Source: an optimization exercise on an open RTL-to-GDS flow (aim: small area). Production flows keep margins and buffers that such runs may drop.
The RTL was checked by simulation tests, not by an equivalence proof against the original design.
Power figures rest on the tool's default switching activity, not on a simulated workload.

==> design.v <==
package store_issue_pkg;
  localparam int line_bytes = 128;
  localparam int bank_bytes = 4;
  localparam int bank_count = line_bytes / bank_bytes;
  localparam int lane_bytes = 16;
  localparam int line_addr_w = 30;
  localparam int offset_w = $clog2(line_bytes);
  localparam int bank_w = $clog2(bank_count);
  localparam int size_w = 3;
  localparam int max_size_code = 4;
  typedef logic [line_addr_w-1:0] line_addr_t;
  typedef logic [offset_w-1:0] offset_t;
  typedef logic [size_w-1:0] size_t;
  typedef logic [bank_w-1:0] bank_t;
  typedef logic [bank_bytes-1:0] ben_t;
  typedef logic [lane_bytes*8-1:0] data_t;
  typedef logic [line_bytes-1:0] byte_mask_t;
endpackage
`timescale 1ns/1ps
module store_overlap_check (
  input  store_issue_pkg::line_addr_t req0_line,
  input  store_issue_pkg::offset_t    req0_offset,
  input  store_issue_pkg::offset_t    req0_last,
  input  store_issue_pkg::line_addr_t req1_line,
  input  store_issue_pkg::offset_t    req1_offset,
  input  store_issue_pkg::offset_t    req1_last,
  output logic                        conflict
);
  logic [store_issue_pkg::offset_w:0] ge0;
  logic [store_issue_pkg::offset_w:0] ge1;
  assign ge0[0] = 1'b1;
  assign ge1[0] = 1'b1;
  for (genvar k = 0; k < store_issue_pkg::offset_w; k++) begin : cmp
    assign ge0[k+1] = (req1_last[k] ^ req0_offset[k]) ? req1_last[k] : ge0[k];
    assign ge1[k+1] = (req0_last[k] ^ req1_offset[k]) ? req0_last[k] : ge1[k];
  end
  assign conflict = (req0_line == req1_line) &&
                    ge0[store_issue_pkg::offset_w] && ge1[store_issue_pkg::offset_w];
endmodule
`timescale 1ns/1ps
module store_span (
  input  store_issue_pkg::offset_t offset,
  input  store_issue_pkg::size_t   size,
  output store_issue_pkg::offset_t last
);
  logic [3:0] mask;
  logic [7:0] carry;
  assign mask = {size >= 3'd4, size >= 3'd3, size >= 3'd2, size >= 3'd1};
  assign carry[0] = 1'b0;
  for (genvar k = 0; k < 7; k++) begin : add
    if (k < 4) begin : low
      assign last[k] = offset[k] ^ mask[k] ^ carry[k];
      assign carry[k+1] = (offset[k] & mask[k]) | (offset[k] & carry[k]) | (mask[k] & carry[k]);
    end else begin : high
      assign last[k] = offset[k] ^ carry[k];
      assign carry[k+1] = offset[k] & carry[k];
    end
  end
endmodule
module byte_enable_gen (
  input  logic [1:0]            first_byte,
  input  logic                  wide,
  input  logic                  pair,
  output store_issue_pkg::ben_t ben_begin,
  output store_issue_pkg::ben_t ben_end
);
  logic [1:0] mask;
  logic [1:0] last_byte;
  logic       one_bank;
  assign mask = {wide, wide | pair};
  assign last_byte = first_byte + mask;
  assign one_bank = !wide && ({1'b0, first_byte} + {1'b0, mask} < 3'd4);
  always_comb begin
    for (int j = 0; j < store_issue_pkg::bank_bytes; j++) begin
      ben_begin[j] = (j >= first_byte) && (!one_bank || (j <= last_byte));
      ben_end[j] = (j <= last_byte) && (!one_bank || (j >= first_byte));
    end
  end
endmodule
`timescale 1ns/1ps
module rotate_stage_n #(
  parameter int bytes = 1
) (
  input  logic                   sel,
  input  logic                   sel_n,
  input  store_issue_pkg::data_t d,
  output store_issue_pkg::data_t q_n
);
  assign q_n = ~(({d[127-8*bytes:0], d[127:128-8*bytes]} & {128{sel}}) |
                 (d & {128{sel_n}}));
endmodule
module rotate_stage_p #(
  parameter int bytes = 1
) (
  input  logic                   sel,
  input  logic                   sel_n,
  input  store_issue_pkg::data_t d_n,
  output store_issue_pkg::data_t q
);
  assign q = ~(({d_n[127-8*bytes:0], d_n[127:128-8*bytes]} | {128{sel_n}}) &
               (d_n | {128{sel}}));
endmodule
module store_data_align (
  input  logic [3:0]             shift,
  input  logic [3:0]             shift_n,
  input  store_issue_pkg::data_t data_in,
  output store_issue_pkg::data_t data_out
);
  store_issue_pkg::data_t rot1_n;
  store_issue_pkg::data_t rot2;
  store_issue_pkg::data_t rot3_n;
  rotate_stage_n #(.bytes(1)) stage1 (.sel(shift[0]), .sel_n(shift_n[0]), .d(data_in), .q_n(rot1_n));
  rotate_stage_p #(.bytes(2)) stage2 (.sel(shift[1]), .sel_n(shift_n[1]), .d_n(rot1_n), .q(rot2));
  rotate_stage_n #(.bytes(4)) stage3 (.sel(shift[2]), .sel_n(shift_n[2]), .d(rot2), .q_n(rot3_n));
  rotate_stage_p #(.bytes(8)) stage4 (.sel(shift[3]), .sel_n(shift_n[3]), .d_n(rot3_n), .q(data_out));
endmodule
`timescale 1ns/1ps
module store_lane #(
  parameter bit held = 1'b1
) (
  input  logic                        clk,
  input  logic                        keep,
  input  logic                        keep_n,
  input  store_issue_pkg::line_addr_t line_in,
  input  store_issue_pkg::offset_t    offset_in,
  input  store_issue_pkg::offset_t    last_in,
  input  store_issue_pkg::size_t      size_in,
  input  store_issue_pkg::data_t      data_in,
  output store_issue_pkg::line_addr_t line,
  output store_issue_pkg::bank_t      bank_begin,
  output store_issue_pkg::bank_t      bank_end,
  output store_issue_pkg::ben_t       ben_begin,
  output store_issue_pkg::ben_t       ben_end,
  output store_issue_pkg::data_t      data
);
  localparam int w = 30 + 7 + 5 + 2 + 128;
  store_issue_pkg::offset_t offset_q;
  logic                     wide_q;
  logic                     pair_q;
  logic                     wide_in;
  logic                     pair_in;
  store_issue_pkg::data_t   data_q;
  logic [w-1:0]             next;
  logic [w-1:0]             now;
  assign wide_in = size_in[2] | size_in[1];
  assign pair_in = size_in[0];
  assign now = {line, offset_q, bank_end, wide_q, pair_q, data_q};
  if (held) begin : hold
    assign next = ({line_in, offset_in, last_in[6:2], wide_in, pair_in, data_in} & {w{keep_n}}) |
                  (now & {w{keep}});
  end else begin : follow
    assign next = {line_in, offset_in, last_in[6:2], wide_in, pair_in, data_in};
  end
  always_ff @(posedge clk) begin
    {line, offset_q, bank_end, wide_q, pair_q, data_q} <= next;
  end
  assign bank_begin = offset_q[6:2];
  byte_enable_gen ben_gen (
    .first_byte (offset_q[1:0]),
    .wide       (wide_q),
    .pair       (pair_q),
    .ben_begin  (ben_begin),
    .ben_end    (ben_end)
  );
  logic [3:0] shift_n;
  assign shift_n = ~offset_q[3:0];
  store_data_align data_align (
    .shift    (offset_q[3:0]),
    .shift_n  (shift_n),
    .data_in  (data_q),
    .data_out (data)
  );
endmodule
`timescale 1ns/1ps
module store_issue_ctrl (
  input  logic clk,
  input  logic rst,
  input  logic bus_hold,
  input  logic miss_hold,
  input  logic miss_pause,
  input  logic insert_data,
  input  logic req0_en,
  input  logic req1_en,
  input  logic conflict,
  output logic keep1,
  output logic keep1_n,
  output logic st0_en,
  output logic st1_en,
  output logic busy
);
  logic hold;
  logic accept;
  logic take0;
  logic take1;
  logic split;
  logic pending;
  logic pending_next;
  assign hold = bus_hold | miss_hold | miss_pause | insert_data;
  assign accept = !pending && !hold;
  assign take0 = accept && req0_en;
  assign take1 = accept && req1_en;
  assign split = take0 && take1 && conflict;
  assign pending_next = split || (pending && hold);
  always_ff @(posedge clk) begin
    if (rst) begin
      st0_en <= 1'b0;
      st1_en <= 1'b0;
      pending <= 1'b0;
    end else begin
      st0_en <= take0;
      st1_en <= (take1 && !split) || (pending && !hold);
      pending <= pending_next;
    end
  end
  assign keep1 = pending;
  assign keep1_n = !pending;
  assign busy = pending;
endmodule
`timescale 1ns/1ps
module store_issue_top (
  input  logic                        clk,
  input  logic                        rst,
  input  logic                        bus_hold,
  input  logic                        miss_hold,
  input  logic                        miss_pause,
  input  logic                        insert_data,
  input  logic                        req0_en,
  input  store_issue_pkg::line_addr_t req0_line,
  input  store_issue_pkg::offset_t    req0_offset,
  input  store_issue_pkg::size_t      req0_size,
  input  store_issue_pkg::data_t      req0_data,
  input  logic                        req1_en,
  input  store_issue_pkg::line_addr_t req1_line,
  input  store_issue_pkg::offset_t    req1_offset,
  input  store_issue_pkg::size_t      req1_size,
  input  store_issue_pkg::data_t      req1_data,
  output logic                        busy,
  output logic                        st0_en,
  output store_issue_pkg::line_addr_t st0_line,
  output store_issue_pkg::bank_t      st0_bank_begin,
  output store_issue_pkg::bank_t      st0_bank_end,
  output store_issue_pkg::ben_t       st0_ben_begin,
  output store_issue_pkg::ben_t       st0_ben_end,
  output store_issue_pkg::data_t      st0_data,
  output logic                        st1_en,
  output store_issue_pkg::line_addr_t st1_line,
  output store_issue_pkg::bank_t      st1_bank_begin,
  output store_issue_pkg::bank_t      st1_bank_end,
  output store_issue_pkg::ben_t       st1_ben_begin,
  output store_issue_pkg::ben_t       st1_ben_end,
  output store_issue_pkg::data_t      st1_data
);
  logic conflict;
  logic keep1;
  logic keep1_n;
  store_issue_pkg::offset_t last0;
  store_issue_pkg::offset_t last1;
  store_span span0 (
    .offset (req0_offset),
    .size   (req0_size),
    .last   (last0)
  );
  store_span span1 (
    .offset (req1_offset),
    .size   (req1_size),
    .last   (last1)
  );
  store_overlap_check overlap (
    .req0_line   (req0_line),
    .req0_offset (req0_offset),
    .req0_last   (last0),
    .req1_line   (req1_line),
    .req1_offset (req1_offset),
    .req1_last   (last1),
    .conflict    (conflict)
  );
  store_issue_ctrl ctrl (
    .clk         (clk),
    .rst         (rst),
    .bus_hold    (bus_hold),
    .miss_hold   (miss_hold),
    .miss_pause  (miss_pause),
    .insert_data (insert_data),
    .req0_en     (req0_en),
    .req1_en     (req1_en),
    .conflict    (conflict),
    .keep1       (keep1),
    .keep1_n     (keep1_n),
    .st0_en      (st0_en),
    .st1_en      (st1_en),
    .busy        (busy)
  );
  store_lane #(.held(1'b0)) lane0 (
    .clk          (clk),
    .keep         (1'b0),
    .keep_n       (1'b1),
    .line_in      (req0_line),
    .offset_in    (req0_offset),
    .last_in      (last0),
    .size_in      (req0_size),
    .data_in      (req0_data),
    .line         (st0_line),
    .bank_begin   (st0_bank_begin),
    .bank_end     (st0_bank_end),
    .ben_begin    (st0_ben_begin),
    .ben_end      (st0_ben_end),
    .data         (st0_data)
  );
  store_lane #(.held(1'b1)) lane1 (
    .clk          (clk),
    .keep         (keep1),
    .keep_n       (keep1_n),
    .line_in      (req1_line),
    .offset_in    (req1_offset),
    .last_in      (last1),
    .size_in      (req1_size),
    .data_in      (req1_data),
    .line         (st1_line),
    .bank_begin   (st1_bank_begin),
    .bank_end     (st1_bank_end),
    .ben_begin    (st1_ben_begin),
    .ben_end      (st1_ben_end),
    .data         (st1_data)
  );
endmodule
==> standard.sh <==
#!/bin/bash
# synth_recipe.tcl (not shown) runs the flow's synth.tcl, then flattens the netlist and writes it again
# the make line also repeats each setting of config.mk as NAME=value (left out here)
make -C /OpenROAD-flow-scripts/flow DESIGN_CONFIG=/design/flow/config.mk WORK_HOME=/design/flow/orfs CLKGATE_MAP_FILE= SYNTH_SCRIPT=/design/flow/synth_recipe.tcl "${@:-finish}"
==> flow/run.sh <==
#!/bin/bash
# Standard ORFS layout with two changes: port buffers use the smallest buffer
# cell, and clock tree synthesis adds no dummy loads.
set -euo pipefail
bash standard.sh \
  "BUFFER_PORTS_ARGS=-buffer_cell sky130_fd_sc_hd__buf_1" \
  "CTS_ARGS=-sink_clustering_enable -repair_clock_nets -dont_use_dummy_load -buf_list sky130_fd_sc_hd__clkbuf_8 -sink_clustering_size 18 -sink_clustering_max_diameter 60" \
  finish > flow_make.log 2>&1
==> constraint.sdc <==
create_clock -name core_clock -period 8.0 [get_ports {clk}]
set_input_delay 1.6000 -clock core_clock [delete_from_list [all_inputs] [get_ports {clk}]]
set_output_delay 1.6000 -clock core_clock [all_outputs]
set_load 0.01 [all_outputs]
==> config.mk <==
export PLATFORM = sky130hd
export DESIGN_NAME = store_issue_top
export DESIGN_NICKNAME = store_issue_top
export VERILOG_FILES = /design/flow/design.v
export SDC_FILE = /design/flow/constraint.sdc
export NUM_CORES = 4
export LEC_CHECK = 0
export CAP_MARGIN = 20
export CORE_MARGIN = 2
export CORE_UTILIZATION = 35
export PLACE_DENSITY = 0.75
export SLEW_MARGIN = 20
export SYNTH_HIERARCHICAL = 1
==> results.sh, run 1 <==
export IMPL_grt_pass1_vias=18013
export IMPL_nets=2820
export IMPL_min_from="lane1.pair_q$_DFF_P_"
export IMPL_reg2reg_to="lane1.data_q[110]$_DFF_P_"
export IMPL_layout_commonest_cell="buf_1"
export IMPL_cap_violations=0
export IMPL_rsz0062_at_grt="no"
export IMPL_crit_fanout=65
export IMPL_reg2reg_depth=3
export IMPL_synth_cells=1980
export IMPL_wirelength_um=91300
export IMPL_cts_tree="built"
export IMPL_fp_dieH_um=239
export IMPL_worstHoldEndpoint="lane1.pair_q$_DFF_P_"
export IMPL_clock_sinks=347
export IMPL_endpoint_kind="primary output"
export IMPL_ys_warn_count=10
export IMPL_p_leak_nw=7.15
export IMPL_slew_violations=0
export IMPL_rrSetupSlack_ns=5.86
export IMPL_post_route_period_util=0.756
export IMPL_cts_buffers=34
export IMPL_ant_nets=0
export IMPL_final_cell_mix="698 x buf_1, 516 x a22oi_1, 516 x o22ai_1"
export IMPL_worst_pin_slew_ns=1.03
export IMPL_port_buffers=698
export IMPL_syn_to_final_growth_pct=8.09
export IMPL_postCtsHoldBufs=0
export IMPL_antenna_found_initial=12
export IMPL_worstPathRequired_ns=6.40
export IMPL_post_cts_buffers=0
export IMPL_die_w_um=239
export IMPL_viasPerCell=6.65
export IMPL_ctsResizeCount=0
export IMPL_setup_viol=0
export IMPL_max_freq_mhz=165
export IMPL_clock_path_buffers=3
export IMPL_placed_cells=3128
export IMPL_hold_violations=0
export IMPL_finClkSkew_ns=0.0856
export IMPL_initial_core_util=0.353
export IMPL_grt_max_degree=130
export IMPL_drive_gt1_frac=0.0354
export IMPL_cp_data_arrival_time_ns=4.45
export IMPL_hold_class="reg -> reg"
export IMPL_grt_overflow=0
export IMPL_pin_count=699
export IMPL_insertion_delay_ns=0.65
export IMPL_stdcell_count=3172
export IMPL_syn_area_um2=19300
export IMPL_grt_pass1_wl_um=125000
export IMPL_holdWs_ns=0.463
export IMPL_fp_dieArea_um2=57200
export IMPL_dpl_hpwl_um=70100
export IMPL_dr_pass1_iters=10
export IMPL_syn_nets=2340
export IMPL_min_path_cells=1
export IMPL_drt_iter0_drc=3642
export IMPL_fillers=5666
export IMPL_timing_setup_tns_ns=0
export IMPL_clock_root_buffer="clkbuf_8"
export IMPL_cts_max_level=2
export IMPL_drc=0
export IMPL_relSlewSlack=0.315
export IMPL_critPathKind="reg -> out"
export IMPL_start_kind="flip-flop"
export IMPL_peakVddDrop_mv=0.146
export IMPL_syn_avg_cell_area_um2=9.77
export IMPL_powerDensity_nw_per_um2=200
export IMPL_core_um2=54900
export IMPL_reg2reg_from="ctrl.pending$_SDFF_PP0_"
export IMPL_status="complete, no violations"
export IMPL_place_congestion=1.06
export IMPL_grt_use_total=0.299
export IMPL_worstSetupStartpoint="lane0.offset_q[0]$_DFF_P_"
export IMPL_period_needed_ns=6.05
export IMPL_wire_per_inst_um=28.8
export IMPL_cts_clk_slew_worst_paths_ns=0.08
export IMPL_vias=21085
export IMPL_rows=86
worst max-delay path by stage:
stage | endpoint | slack, ns
after floorplan | ctrl.pending$_SDFF_PP0_ | 3.18
after CTS | st1_data[8] | 2.23
after global placement | ctrl.pending$_SDFF_PP0_ | 2.68
final | st0_data[104] | 1.95
after detailed placement | ctrl.pending$_SDFF_PP0_ | 2.54
after global routing | st1_data[8] | 1.85
per-stage QoR:
stage / cell area (um^2) / power [mW] / worst slack [ns] / utilization
2_1_floorplan: 19300 / 2.76 / 3.18 / -
3_3_place_gp: 20400 / 3.16 / 2.68 / 0.372
3_5_place_dp: 20400 / 3.17 / 2.54 / 0.372
4_1_cts: 20900 / 4.15 / 2.23 / 0.380
5_1_grt: 20900 / 4.33 / 1.85 / 0.381
6_report: 20900 / 4.18 / 1.95 / 0.381
state kept, by name (all words and copies together), names as in the netlist:
name            flops
lane0.bank_end      5
lane0.offset_q      7
lane0.data_q      128
lane0.line         30
ctrl.pending        1
lane0.pair_q        1
lane1.data_q      128
lane1.pair_q        1
ctrl.st1_en         1
lane1.wide_q        1
lane1.offset_q      7
lane1.bank_end      5
ctrl.st0_en         1
lane0.wide_q        1
lane1.line         30
critical path: stages (launching register included):
cell and delay, ns:
dfxtp_4 0.62, clkinv_2 0.77, buf_4 0.62, a22oi_1 0.86
o22ai_1 0.24, a22oi_1 0.29, o22ai_1 0.21, buf_1 0.20
report_power, final:
part / total (mW) / internal (mW) / switching, mW
Combinational: 1.23 / 0.428 / 0.807
Clock: 0.992 / 0.380 / 0.611
Sequential: 1.95 / 1.83 / 0.128
Total: 4.18 / 2.63 / 1.55
per-layer routing:
layer,wire length [um],part of all wire,up-vias,GRT usage
li1,-,-,9135,-
met1,31900,0.35,9852,0.358
met2,40800,0.45,1765,0.470
met3,11300,0.12,325,0.0723
met4,7260,0.080,8,0.207
met5,48,0.00053,-,0
layout make-up:
type	count	area [um^2]	area share
Tap cell	704	881	0.0421
Inverter	45	185	0.00886
Timing Repair Buffer	717	2770	0.132
Clock buffer	34	468	0.0224
Multi-Input combinational cell	1315	9600	0.459
Sequential cell	347	6980	0.334
Antenna cell	10	25.0	0.00120
==> run 2: changes to the inputs <==
--- a/design.v
+++ b/design.v
@@ -38,24 +38,43 @@
                     ge0[store_issue_pkg::offset_w] && ge1[store_issue_pkg::offset_w];
 endmodule
 `timescale 1ns/1ps
+module span_full_add (
+  input  logic a,
+  input  logic b,
+  input  logic carry_in,
+  output logic sum,
+  output logic carry_out
+);
+  assign sum = a ^ b ^ carry_in;
+  assign carry_out = (a & b) | (a & carry_in) | (b & carry_in);
+endmodule
+module span_half_add (
+  input  logic a,
+  input  logic b,
+  output logic sum,
+  output logic carry_out
+);
+  assign sum = a ^ b;
+  assign carry_out = a & b;
+endmodule
 module store_span (
   input  store_issue_pkg::offset_t offset,
   input  store_issue_pkg::size_t   size,
   output store_issue_pkg::offset_t last
 );
   logic [3:0] mask;
-  logic [7:0] carry;
-  assign mask = {size >= 3'd4, size >= 3'd3, size >= 3'd2, size >= 3'd1};
-  assign carry[0] = 1'b0;
-  for (genvar k = 0; k < 7; k++) begin : add
-    if (k < 4) begin : low
-      assign last[k] = offset[k] ^ mask[k] ^ carry[k];
-      assign carry[k+1] = (offset[k] & mask[k]) | (offset[k] & carry[k]) | (mask[k] & carry[k]);
-    end else begin : high
-      assign last[k] = offset[k] ^ carry[k];
-      assign carry[k+1] = offset[k] & carry[k];
-    end
+  logic [6:1] carry;
+  assign mask = {size[2], size[2] | (size[1] & size[0]), size[2] | size[1],
+                 size[2] | size[1] | size[0]};
+  span_half_add bit0 (.a(offset[0]), .b(mask[0]), .sum(last[0]), .carry_out(carry[1]));
+  for (genvar k = 1; k < 4; k++) begin : low
+    span_full_add bitk (.a(offset[k]), .b(mask[k]), .carry_in(carry[k]),
+                        .sum(last[k]), .carry_out(carry[k+1]));
+  end
+  for (genvar k = 4; k < 6; k++) begin : high
+    span_half_add bitk (.a(offset[k]), .b(carry[k]), .sum(last[k]), .carry_out(carry[k+1]));
   end
+  assign last[6] = offset[6] ^ carry[6];
 endmodule
 module byte_enable_gen (
   input  logic [1:0]            first_byte,
==> flow/run.sh (replaced) <==
#!/bin/bash
# Standard ORFS layout with two changes: port buffers use the smallest buffer
# cell, and clock tree synthesis adds no dummy loads.
set -euo pipefail
bash standard.sh \
  "BUFFER_PORTS_ARGS=-buffer_cell sky130_fd_sc_hd__buf_1" \
  "CTS_ARGS=-sink_clustering_enable -repair_clock_nets -dont_use_dummy_load -buf_list sky130_fd_sc_hd__clkbuf_4 -sink_clustering_size 8 -sink_clustering_max_diameter 70" \
  "PLACE_PINS_ARGS=-min_distance 1 -min_distance_in_tracks" \
  finish > flow_make.log 2>&1
--- a/config.mk
+++ b/config.mk
@@ -7,7 +7,7 @@
 export LEC_CHECK = 0
 export CAP_MARGIN = 20
 export CORE_MARGIN = 2
-export CORE_UTILIZATION = 35
+export CORE_UTILIZATION = 55
 export PLACE_DENSITY = 0.75
 export SLEW_MARGIN = 20
 export SYNTH_HIERARCHICAL = 1
==> results.sh, run 2 <==
export IMPL_cts_tree="built"
export IMPL_hold_class="reg -> reg"
export IMPL_fin_area_um2=20500
export IMPL_fp_dieH_um=191
export IMPL_grt_overflow=0
export IMPL_grt_pass1_wl_um=119000
export IMPL_slowest_stage="clkinv_2"
export IMPL_ant_nets=0
export IMPL_path_cells="clkinv_2 > buf_4 > a22oi_1 > o22ai_1 > a22oi_1 > o22ai_1 > buf_1"
export IMPL_syn_area_um2=19300
export IMPL_start_kind="flip-flop"
export IMPL_ys_warn_count=10
export IMPL_fp_dieArea_um2=36600
export IMPL_dr_pass1_iters=8
export IMPL_max_freq_mhz=165
export IMPL_drive_gt1_frac=0.0435
export IMPL_nets=2820
export IMPL_core_um2=34500
export IMPL_pre_cts_ws_ns=2.45
export IMPL_cap_violations=0
export IMPL_slew_violations=0
export IMPL_drt_iter0_drc=3441
export IMPL_hold_violations=0
export IMPL_clock_root_buffer="clkbuf_4"
export IMPL_viasPerCell=7.24
export IMPL_crit_fanout=69
export IMPL_status="complete, no violations"
export IMPL_cts_clk_slew_worst_paths_ns=0.08
export IMPL_multiInputGateArea_um2=9610
export IMPL_die_w_um=191
export IMPL_worst_pin_slew_ns=1.09
export IMPL_port_buffers=698
export IMPL_insertion_delay_ns=0.80
export IMPL_endpoint_kind="primary output"
export IMPL_place_congestion=1.15
export IMPL_ctsResizeCount=0
export IMPL_rows=68
export IMPL_antenna_found_initial=18
export IMPL_syn_to_final_growth_pct=6.24
export IMPL_cts_max_level=2
export IMPL_worstPathRequired_ns=6.40
export IMPL_initial_core_util=0.558
export IMPL_min_path_cells=1
export IMPL_rsz0062_at_grt="no"
export IMPL_post_cts_buffers=0
export IMPL_cts_buffers=51
export IMPL_powerDensity_nw_per_um2=197
export IMPL_critPathKind="reg -> out"
export IMPL_wirelength_um=86100
export IMPL_finClkSkew_ns=0.106
export IMPL_max_stage_delay_ns=0.85
export IMPL_layout_commonest_cell="buf_1"
export IMPL_grt_pass1_vias=18775
export IMPL_drc=0
export IMPL_grt_use_total=0.442
export IMPL_peakVddDrop_mv=0.158
export IMPL_p_leak_nw=7.06
export IMPL_placed_area_um2=20000
export IMPL_syn_avg_cell_area_um2=9.83
export IMPL_timing_setup_tns_ns=0
export IMPL_final_cell_mix="698 x buf_1, 516 x a22oi_1, 516 x o22ai_1"
export IMPL_wire_per_inst_um=29.4
export IMPL_postCtsHoldBufs=0
export IMPL_worst_slack_ns=1.94
export IMPL_clock_path_buffers=3
export IMPL_cp_data_arrival_time_ns=4.46
export IMPL_fillers=3144
export IMPL_vias=21219
export IMPL_synth_cells=1962
export IMPL_grt_max_degree=127
export IMPL_post_route_period_util=0.758
export IMPL_ff_latch_area_um2=6980
export IMPL_setup_viol=0
export IMPL_syn_nets=2322
export IMPL_reg2reg_depth=3
export IMPL_holdWs_ns=0.475
export IMPL_dpl_hpwl_um=65700
export IMPL_period_needed_ns=6.06
export IMPL_pin_count=699
export IMPL_clock_sinks=347
export IMPL_relSlewSlack=0.272
-- run 2: layout make-up --
| type | instances | area share |
|---|---|---|
| Tap cell | 455 | 0.0278 |
| Multi-Input combinational cell | 1315 | 0.469 |
| Timing Repair Buffer | 718 | 0.136 |
| Inverter | 27 | 0.00556 |
| Antenna cell | 16 | 0.00195 |
| Sequential cell | 347 | 0.341 |
| Clock buffer | 51 | 0.0187 |
-- run 2: worst paths after layout --
kind                             start                  endpoint  slack, ns
max reg2reg    ctrl.pending$_SDFF_PP0_  lane1.data_q[28]$_DFF_P_       5.49
max          lane1.offset_q[0]$_DFF_P_              st1_data[36]       1.94
min             lane1.line[14]$_DFF_P_    lane1.line[14]$_DFF_P_       0.48
min reg2reg     lane1.line[14]$_DFF_P_    lane1.line[14]$_DFF_P_       0.48
-- run 2: power breakdown --
| group | internal, mW | total (mW) | switching, mW |
|---|---|---|---|
| sequential | 1.82 | 1.94 | 0.118 |
| clock | 0.291 | 0.867 | 0.576 |
| combinational | 0.429 | 1.23 | 0.803 |
| total | 2.54 | 4.04 | 1.50 |
-- run 2: metal layers --
layer / track usage / part of all wire
met5: 0 / 0.00010
met3: 0.177 / 0.16
met2: 0.603 / 0.40
met1: 0.584 / 0.38
met4: 0.253 / 0.066
-- run 2: worst max-delay path, delay by kind of cell (launching register included) --
family | cells | cell delay [ns]
AO/OA/AOI/OAI | 4 | 1.30
buffers and inverters | 3 | 1.62
flip-flops | 1 | 0.76
-- run 2: per-stage QoR --
step	utilization	instances	power [mW]
3_3_place_gp	0.580	2861	3.14
6_report	0.593	2929	4.04
3_5_place_dp	0.580	2861	3.14
5_1_grt	0.593	2929	4.19
2_1_floorplan	-	1962	2.76
4_1_cts	0.591	2912	3.99
==> run 3: changes to the inputs <==
--- a/flow/run.sh
+++ b/flow/run.sh
@@ -5,5 +5,4 @@
 bash standard.sh \
   "BUFFER_PORTS_ARGS=-buffer_cell sky130_fd_sc_hd__buf_1" \
   "CTS_ARGS=-sink_clustering_enable -repair_clock_nets -dont_use_dummy_load -buf_list sky130_fd_sc_hd__clkbuf_4 -sink_clustering_size 8 -sink_clustering_max_diameter 70" \
-  "PLACE_PINS_ARGS=-min_distance 1 -min_distance_in_tracks" \
   finish > flow_make.log 2>&1
--- a/config.mk
+++ b/config.mk
@@ -7,7 +7,7 @@
 export LEC_CHECK = 0
 export CAP_MARGIN = 20
 export CORE_MARGIN = 2
-export CORE_UTILIZATION = 55
+export CORE_UTILIZATION = 35
 export PLACE_DENSITY = 0.75
 export SLEW_MARGIN = 20
 export SYNTH_HIERARCHICAL = 1
==> results.sh, run 3 <==
export IMPL_rrSetupSlack_ns=5.52
export IMPL_ant_nets=0
export IMPL_post_cts_buffers=0
export IMPL_status="complete, no violations"
export IMPL_grt_overflow=0
export IMPL_worstSetupStartpoint="lane1.offset_q[0]$_DFF_P_"
export IMPL_cp_data_arrival_time_ns=4.50
export IMPL_fp_dieH_um=239
export IMPL_syn_nets=2322
export IMPL_max_freq_mhz=164
export IMPL_clock_sinks=347
export IMPL_grt_use_total=0.294
export IMPL_clock_path_buffers=3
export IMPL_met1_usage=0.362
export IMPL_ctsResizeCount=0
export IMPL_dpl_hpwl_um=68200
export IMPL_fp_dieArea_um2=57000
export IMPL_start_kind="flip-flop"
export IMPL_use_met3=0.0655
export IMPL_setup_viol=0
export IMPL_rsz0062_at_grt="no"
export IMPL_endpoint_kind="primary output"
export IMPL_placed_area_um2=20400
export IMPL_stdcell_count=3165
export IMPL_syn_avg_cell_area_um2=9.83
export IMPL_place_congestion=1.06
export IMPL_post_route_period_util=0.763
export IMPL_antenna_found_initial=5
export IMPL_peakVddDrop_mv=0.117
export IMPL_viasPerCell=6.58
export IMPL_grt_pass1_wl_um=124000
export IMPL_hold_violations=0
export IMPL_reg2reg_from="ctrl.pending$_SDFF_PP0_"
export IMPL_hold_class="reg -> reg"
export IMPL_grt_busiest_layer="met2"
export IMPL_cts_clk_slew_worst_paths_ns=0.10
export IMPL_dr_pass1_iters=10
export IMPL_powerDensity_nw_per_um2=198
export IMPL_cts_buffers=51
export IMPL_layout_commonest_cell="buf_1"
export IMPL_placed_cells=3110
export IMPL_cap_violations=0
export IMPL_syn_to_final_growth_pct=7.54
export IMPL_clock_root_buffer="clkbuf_4"
export IMPL_crit_fanout=81
export IMPL_vias=20841
export IMPL_final_cell_mix="698 x buf_1, 516 x a22oi_1, 516 x o22ai_1"
export IMPL_syn_area_um2=19300
export IMPL_nets=2819
export IMPL_pin_count=699
export IMPL_core_um2=54800
export IMPL_finClkSkew_ns=0.0795
export IMPL_postCtsHoldBufs=0
export IMPL_relSlewSlack=0.217
export IMPL_period_needed_ns=6.10
export IMPL_synth_cells=1962
export IMPL_worstPathRequired_ns=6.40
export IMPL_insertion_delay_ns=0.85
export IMPL_p_leak_nw=7.04
export IMPL_grt_max_degree=108
export IMPL_endpoint="st1_data[111]"
export IMPL_wire_per_inst_um=28.2
export IMPL_port_buffers=698
export IMPL_fin_area_um2=20700
export IMPL_drc=0
export IMPL_ys_warn_count=10
export IMPL_grt_pass1_vias=18252
export IMPL_use_met2=0.464
export IMPL_die_w_um=239
export IMPL_initial_core_util=0.352
export IMPL_drt_iter0_drc=3129
export IMPL_critPathKind="reg -> out"
export IMPL_reg2reg_depth=3
export IMPL_drive_gt1_frac=0.0431
export IMPL_timing_setup_tns_ns=0
export IMPL_wirelength_um=89400
export IMPL_cts_max_level=2
export IMPL_rows=86
export IMPL_slew_violations=0
export IMPL_reg2reg_to="lane1.data_q[28]$_DFF_P_"
export IMPL_cts_tree="built"
export IMPL_worst_pin_slew_ns=1.17
==> run 3: stage by stage <==
stage / total power, mW / utilization / hold slack [ns] / setup slack, ns
after floorplan: 2.76 / - / 0.431 / 2.93
after global placement: 3.16 / 0.372 / 0.451 / 2.49
after detailed placement: 3.17 / 0.372 / 0.453 / 2.38
after CTS: 4.09 / 0.379 / 0.478 / 2.03
after global routing: 4.27 / 0.379 / 0.485 / 1.72
final: 4.11 / 0.379 / 0.476 / 1.90
==> run 3: area by class of cell <==
cell class | count | area (um^2)
Antenna cell | 4 | 10.0
Clock buffer | 51 | 383
Fill cell | 5678 | 34000
Inverter | 27 | 114
Multi-Input combinational cell | 1315 | 9610
Sequential cell | 347 | 6980
Tap cell | 704 | 881
Timing Repair Buffer | 717 | 2760
==> run 3: how the worst min path moves through the flow <==
| stage | from | end | slack (ns) | depth (start not counted) |
|---|---|---|---|---|
| after global placement | lane1.line[18]$_DFF_P_ | lane1.line[18]$_DFF_P_ | 0.45 | 1 |
| after global routing | lane1.line[17]$_DFF_P_ | lane1.line[17]$_DFF_P_ | 0.48 | 1 |
| after CTS | lane1.bank_end[3]$_DFF_P_ | lane1.bank_end[3]$_DFF_P_ | 0.48 | 1 |
| after floorplan | lane1.pair_q$_DFF_P_ | lane1.pair_q$_DFF_P_ | 0.43 | 1 |
| after detailed placement | lane1.offset_q[4]$_DFF_P_ | lane1.offset_q[4]$_DFF_P_ | 0.45 | 1 |
| final | lane1.offset_q[6]$_DFF_P_ | lane1.offset_q[6]$_DFF_P_ | 0.48 | 1 |
==> run 3: worst max-delay path, stage by stage (launching register included) <==
cell and delay, ns:
dfxtp_4 0.80, clkinv_2 0.76, buf_4 0.62, a22oi_1 0.54, o22ai_1 0.19, a22oi_1 0.27, o22ai_1 0.22, buf_1 0.22
==> run 3: routing by layer <==
metal	part of all wire	up-vias
li1	-	9147
met1	0.36	9736
met2	0.45	1660
met3	0.11	296
met4	0.073	2
met5	0.00015	-
==> run 3: where the power goes <==
part	switching [mW]	internal (mW)
registers	0.122	1.82
logic	0.803	0.428
clock network	0.639	0.291
total	1.56	2.54

## what the ideal ports hide
In the flow no input, the clock included, has a driving cell. The finished layouts below were timed again as built, in two steps. Step 1: set_driving_cell puts a clkbuf_16 on clk and a buf_2 on each other input, an assumption about the parent block. Step 2 times the ports against the registers' clock, not the clock port: input delays grow and output delays shrink by t, the midpoint of the rising clock arrivals with the driver on. Slacks: ideal / step 1 / step 2; pairs: ideal / step 1.
| run | shift t [ns] | setup slack, ns | worst setup path at the end | latest minus earliest clock arrival (ns) | cell pins on the clock port's net |
|---|---|---|---|---|---|
| run 1 | 0.657 | 1.953 / 1.893 / 2.493 | input to register | 0.114 / 0.114 | 1 |
| run 2 | 0.797 | 1.939 / 1.885 / 2.459 | input to register | 0.107 / 0.107 | 1 |
| run 3 | 0.855 | 1.899 / 1.838 / 2.334 | input to register | 0.105 / 0.105 | 1 |
After both steps every run listed still meets setup and hold.
